Context: an optimization exercise on an open-source flow, tuned for small area, a short achievable clock period and few clock cycles per item. The choices shown serve that exercise and are no tape-out recipe. The RTL was checked by simulation tests, not by an equivalence proof against the original design.

==> inputs of try-delta <==
// catmull_rom_closed_curve_point
module catmull_rom_closed_curve_point (
    input  wire logic          i_clk,
    input  wire logic          i_rst_n,
    input  wire logic          i_in_valid,
    output logic               o_in_stall,
    input  wire logic [64:0]   i_in_data,
    output logic               o_out_valid,
    input  wire logic          i_out_stall,
    output logic [48:0]        o_out_data,
    input  wire logic          i_cfg_wr_en,
    input  wire logic [9:0]    i_cfg_wr_data
);
    localparam int PB = ccrcp_pkg::PAY_BITS;
    localparam int WB = 51;      
    logic        r_adv;
    logic [9:0]  r_n;
    logic [11:0] r_n3;
    always_ff @(posedge i_clk) begin
        if (!i_rst_n) begin
            r_n  <= 10'(ccrcp_pkg::STEPS_RESET);
            r_n3 <= 12'(3 * ccrcp_pkg::STEPS_RESET);
        end else if (i_cfg_wr_en) begin
            if (i_cfg_wr_data == '0) begin
                r_n  <= 10'd1;
                r_n3 <= 12'd3;
            end else begin
                r_n  <= i_cfg_wr_data;
                r_n3 <= {2'b00, i_cfg_wr_data} + {1'b0, i_cfg_wr_data, 1'b0};
            end
        end
    end
    assign o_in_stall = ~r_adv;
    logic          a_cmd_in;
    logic [PB-1:0] a_pay_in;
    always_comb begin
        logic [9:0] k;
        logic       se;
        k        = i_in_data[9:0];
        se       = (k >= r_n);
        a_cmd_in = i_in_data[64];
        if (a_cmd_in) begin
            a_pay_in        = '0;
            a_pay_in[9:0]   = se ? 10'd0 : k;
            a_pay_in[19:10] = r_n;
            a_pay_in[38:36] = i_in_data[12:10] + {2'b00, se};
            a_pay_in[39]    = se;
            a_pay_in[51:40] = r_n3;
        end else begin
            a_pay_in = PB'(i_in_data[63:13]);
        end
    end
    logic          a_v, a_cmd;
    logic [PB-1:0] a_pay;
    always_ff @(posedge i_clk) begin
        if (!i_rst_n) begin
            a_v <= 1'b0;
        end else if (r_adv) begin
            a_v <= i_in_valid;
        end
    end
    always_ff @(posedge i_clk) begin
        if (r_adv) begin
            a_cmd <= a_cmd_in;
            a_pay <= a_pay_in;
        end
    end
    localparam int ND = 6;
    logic          d_v   [ND+1];
    logic          d_cmd [ND+1];
    logic [PB-1:0] d_pay [ND+1];
    assign d_v[0]   = a_v;
    assign d_cmd[0] = a_cmd;
  ...
==> flow/config.mk <==
export PLATFORM = sky130hd
export DESIGN_NAME = catmull_rom_closed_curve_point
export DESIGN_NICKNAME = catmull_rom_closed_curve_point
export VERILOG_FILES = /design/flow/design.v
export SDC_FILE = /design/flow/constraint.sdc
export NUM_CORES = 4
export LEC_CHECK = 0
export CAP_MARGIN = 20
export CORE_MARGIN = 2
export CORE_UTILIZATION = 40
export PLACE_DENSITY = 0.55
export SLEW_MARGIN = 20
==> flow/constraint.sdc <==
create_clock -name core_clock -period 9.0 [get_ports {i_clk}]
set_input_delay 1.8000 -clock core_clock [delete_from_list [all_inputs] [get_ports {i_clk}]]
set_output_delay 1.8000 -clock core_clock [all_outputs]
set_load 0.01 [all_outputs]
run.sh (not shown) runs the stock make flow with config.mk's settings and CLKGATE_MAP_FILE= SYNTH_SCRIPT=/design/flow/synth_recipe.tcl, a recipe that flattens the netlist after the stock synthesis.
==> try-cedar (differences from try-delta) <==
--- a/flow/config.mk
+++ b/flow/config.mk
@@ -8,5 +8,6 @@
 export CAP_MARGIN = 20
 export CORE_MARGIN = 2
-export CORE_UTILIZATION = 40
-export PLACE_DENSITY = 0.55
+export CORE_UTILIZATION = 30
+export PLACE_DENSITY = 0.45
+export SETUP_SLACK_MARGIN = 3.6
 export SLEW_MARGIN = 20
==> comparison <==
- try-cedar finished with timing, DRC and antenna clean. try-delta passed the timing, DRC and antenna checks.
- In try-cedar the global-route usage is lower than in try-delta, by 5.1 points.
- Clock skew: try-delta is higher than try-cedar (0.047 ns).
- In synthesized cell count, try-delta and try-cedar do not differ.
- Between try-cedar and try-delta, the lower sequential share of layout area is in try-cedar (gap 1.3 points).
- In try-delta the via count is smaller than in try-cedar, by about 1.6%.
Testbench counts of try-delta, summed over its fixed seeds: cycles 2,719, items 2,267.
Testbench counts of try-cedar, summed over its fixed seeds: cycles 2,719, items 2,267.

-- what the ideal ports hide --
The results above use ideal ports. As a check the final layouts listed here were re-extracted and re-timed, cells and wires unchanged.
Step 1, drivers: a clkbuf_16 drives i_clk and a buf_2 each remaining input, both assumed.
Step 2 also shifts input and output timing later by t, the mid clock arrival at the registers, as if the neighbouring blocks saw the same clock.
a / b / c = ideal / step 1 / step 2; a / b = the first two.
run	t, ns	setup slack, ns	latest minus earliest clock arrival (ns)	cell pins on the clock port's net
try-delta	1.062	2.459 / 2.459 / 2.459	0.147 / 0.147	1
try-cedar	1.074	3.577 / 3.577 / 3.577	0.106 / 0.106	1
After both steps setup and hold are still met in every run listed.
